Source: an optimization exercise on an open RTL-to-GDS flow (aim: small area, a short achievable clock period and few clock cycles). Production flows keep margins and buffers that such runs may drop. In this exercise RTL edits were held to simulation tests only and were not proved equivalent to the original. Power figures rest on the tool's default switching activity, not on a simulated workload.

Setup of v25:
// ttl_cache_table
module ttl_cache_table (
  input  logic                      clk_i,
  input  logic                      rst_ni,
  input  logic                      req_valid_i,
  output logic                      req_stall_o,
  input  logic [2:0]                req_type_i,
  input  logic [ttl_pkg::KeyW-1:0]  req_key_i,
  input  logic [ttl_pkg::DataW-1:0] req_data_i,
  input  logic [ttl_pkg::TtlW-1:0]  req_ttl_i,
  input  logic [4:0]                req_max_i,
  output logic                      rsp_valid_o,
  input  logic                      rsp_stall_i,
  output logic                      rsp_kind_o,
  output logic [ttl_pkg::DataW-1:0] rsp_data_o,
  output logic [1:0]                rsp_status_o,
  output logic [4:0]                rsp_count_o,
  output logic                      rsp_last_o
);
  localparam int N  = ttl_pkg::Entries;
  localparam int KW = ttl_pkg::KeyW;
  localparam int DW = ttl_pkg::DataW;
  localparam int TW = ttl_pkg::TtlW;
  localparam int EW = KW + DW + TW + 10;   
  localparam int WP = 4;                   
  localparam int WS = N / WP;              
  function automatic logic [N-1:0] wp_before(input int ws);
    logic [N-1:0] m;
    m = '0;
    for (int p = 0; p < N; p++) if (p % ws == 0) m[(p + N - 1) % N] = 1'b1;
    wp_before = m;
  endfunction
  localparam logic [N-1:0] WpBefore = wp_before(WS);
  function automatic logic [N-1:0] turn(input logic [N-1:0] x);
    turn = {x[N-2:0], x[N-1]};
  endfunction
  function automatic logic [N-1:0] first(input logic [N-1:0] x,
                                         input logic [N-1:0] ge);
    logic [N-1:0] hi;
    hi = x & ge;
    first = (hi != '0) ? (hi & (~hi + 1'b1)) : (x & (~x + 1'b1));
  endfunction
  logic          r_v;
  logic [2:0]    r_type;
  logic [KW-1:0] r_key;
  logic [DW-1:0] r_data;
  logic [TW-1:0] r_ttl;
  logic [4:0]    r_max;
  logic          r_tz;     
  logic          r_add;    
  logic          stall_q;  
  logic [EW-1:0] cell_q [N];
  logic [3:0]    rot_q;
  logic [N-1:0]  ge_q;     
  ...
Size in the first run: about 250 I/O pins, roughly 0.12 mm² of cells after synthesis.
clock: 11.0 ns
lec_check: 0
abc_clock_period_in_ps: 3000
cap_margin: 40
core_margin: 2
core_utilization: 55
slew_margin: 40
setup_slack_margin: 7.0
buffer_ports_args: -buffer_cell sky130_fd_sc_hd__buf_4
standard.sh (not shown) runs the stock make flow with config.mk's settings and CLKGATE_MAP_FILE= SYNTH_SCRIPT=/design/flow/synth_recipe.tcl, a recipe that flattens the netlist after the stock synthesis.
==> flow/flow/run.sh <==
#!/bin/bash
set -euo pipefail
cd "$(dirname "$0")/.."
cat >> config.mk <<'EOC'
export SETUP_SLACK_MARGIN = 7.0
export BUFFER_PORTS_ARGS = -buffer_cell sky130_fd_sc_hd__buf_4
EOC
bash standard.sh > make.log 2>&1
Testbench counts of v25, summed over its fixed seeds: cycles 29,288.
--- input diff v25..v7 ---
--- a/flow/design.v
+++ b/flow/design.v
@@ -102,14 +102,12 @@
   logic          pb_v;
   logic [N-1:0]  pb_oh;    
   logic [EW-1:0] pb_q;
   logic [N-1:0]  old_q  [N];
   logic [N-1:0]  valid_q;
   logic [N-1:0]  born_q;
-  logic [N-1:0]  sm_q, nm_q;   
-  logic          pb_sm, pb_nm;
   logic [TW-1:0] sec_q;
   logic [9:0]    ms_q;
   logic [TW-1:0] psec_q;   
   logic [9:0]    pms_q;
   logic          y_v;
   logic [N-1:0]  y_mask;
@@ -133,13 +131,13 @@
   assign pbm = pb_oh & {N{pb_v}};
   logic [N-1:0] keq, teq;
   logic         pb_keq;
   always_comb begin
     for (int p = 0; p < N; p++) begin
       keq[p] = cell_q[p][EW-1 -: KW] == r_key;
-      teq[p] = sm_q[p] && cell_q[p][9:0] == ms_q;
+      teq[p] = cell_q[p][TW+9:0] == {sec_q, ms_q};
     end
   end
   assign pb_keq = pb_q[EW-1 -: KW] == r_key;
   logic [N-1:0]  y_oh;
   logic          y_emit;
   logic [4:0]    y_cnt;
@@ -204,42 +202,12 @@
         cell_q[p] <= pb_q;
       end else begin
         cell_q[p] <= cell_q[(p + N - 1) % N];
       end
     end
   end
-  logic          sec_inc, scan_eq, pb_sm_n;
-  logic [TW-1:0] new_lsec, sec_p1;
-  logic [N-1:0]  sm_n, nm_n;
-  assign sec_inc  = x_go && is_tick && ms_q == 10'd999;
-  assign sec_p1   = sec_q + 1'b1;
-  assign new_lsec = psec_q + r_ttl;
-  assign scan_eq  = cell_q[0][TW+9:10] == sec_p1;
-  assign pb_sm_n  = sec_inc ? pb_nm : pb_sm;
-  always_comb begin
-    sm_n = sec_inc ? nm_q : sm_q;
-    nm_n = nm_q;
-    nm_n[0] = scan_eq;
-  end
-  always_ff @(posedge clk_i) begin
-    for (int p = 0; p < N; p++) begin
-      if (p % WS == 0 && pbm[(p + N - 1) % N]) begin
-        sm_q[p] <= pb_sm_n;
-        nm_q[p] <= pb_nm;
-      end else begin
-        sm_q[p] <= sm_n[(p + N - 1) % N];
-        nm_q[p] <= nm_n[(p + N - 1) % N];
-      end
-    end
-    if (do_add) begin
-      pb_sm <= new_lsec == sec_q;
-      pb_nm <= new_lsec == sec_p1;
-    end else begin
-      pb_sm <= pb_sm_n;
-    end
-  end
   logic         pb_v_n, pb_busy_n;
   logic [N-1:0] pb_oh_n;
   assign pb_v_n    = do_add || (pb_v && !pb_wr);
   assign pb_oh_n   = turn(do_add ? vict : pb_oh);
   assign pb_busy_n = pb_v_n && ((pb_oh_n & WpBefore) == '0);
   always_ff @(posedge clk_i or negedge rst_ni) begin
@@ -253,13 +221,13 @@
       pb_v  <= pb_v_n;
     end
   end
   always_ff @(posedge clk_i) begin
     pb_oh <= pb_oh_n;
     if (do_add) begin
-      pb_q <= {r_key, r_data, new_lsec, pms_q};
+      pb_q <= {r_key, r_data, psec_q + r_ttl, pms_q};
     end
   end
   logic [N-1:0] old_n [N];
   always_comb begin
     for (int p = 0; p < N; p++) begin
       for (int q = 0; q < N; q++) begin
@@ -306,13 +274,13 @@
       ms_q   <= '0;
       psec_q <= '1;
       pms_q  <= 10'd999;
     end else if (x_go && is_tick) begin
       if (ms_q == 10'd999) begin
         ms_q  <= '0;
-        sec_q <= sec_p1;
+        sec_q <= sec_q + 1'b1;
       end else begin
         ms_q  <= ms_q + 1'b1;
       end
       psec_q <= sec_q;
       pms_q  <= ms_q;
     end
[summary]
- v7 vs. v25: number of cells produced by synthesis increased 2.0%; multi-input gate area in the final layout increased about 6.5%; fmax decreased 1.1%; layout clock buffer count increased 20.
- Overall die height came out higher on v7 than on v25.
- Number of cells in the finished layout apart from fillers for v7 is higher than for v25.
- The launch point of the critical path comes out r_key[61] in one run and r_key[32] in the other, namely in v7 and v25 respectively.
- Final sequential cell count of v7 falls short of that of v25 slightly.
- Taking v25 as the reference, in v7 relative contribution of combinational cells to total power higher; final area up 0.0021 mm²; effective utilization at floorplan picked up an extra 0.16 points; share of synthesized cell area in and, or, nand and nor gates moved down; die area now larger.
- v7 does worse than v25 on tightest hold margin.
- In v7 relative to v25, total wire length after detailed routing had gone up by a little under 10%.
Testbench counts of v7, summed over its fixed seeds: cycles 29,288.

[separate check: timing with driven ports]
In the flow no input, the clock included, has a driving cell. The finished layouts below were timed again as built, in two steps. Step 1, drivers: a clkbuf_16 drives clk_i and a buf_2 each remaining input, both assumed. Step 2 adds t to the input delays and takes it off the output delays; t is the mean of the earliest and latest rising clock arrival at the registers after step 1. Input paths then give back, and output paths get back, about the clock's delay inside the block. Three values: ideal, step 1, step 2; two values: the first two.
run | t (ns) | setup slack, ns | hold WS [ns] | slew at the worst register clock pin (ns)
v25 | 1.046 | 6.885 / 6.885 / 6.685 | 0.299 / 0.299 / 0.299 | 0.07 / 0.07
v7 | 1.063 | 6.838 / 6.838 / 6.838 | 0.291 / 0.291 / 0.291 | 0.07 / 0.07
After both steps setup and hold are still met in every run listed. For v25, which loses most, drivers alone change the setup slack by 0.000 ns; drivers and shift together by -0.200 ns.
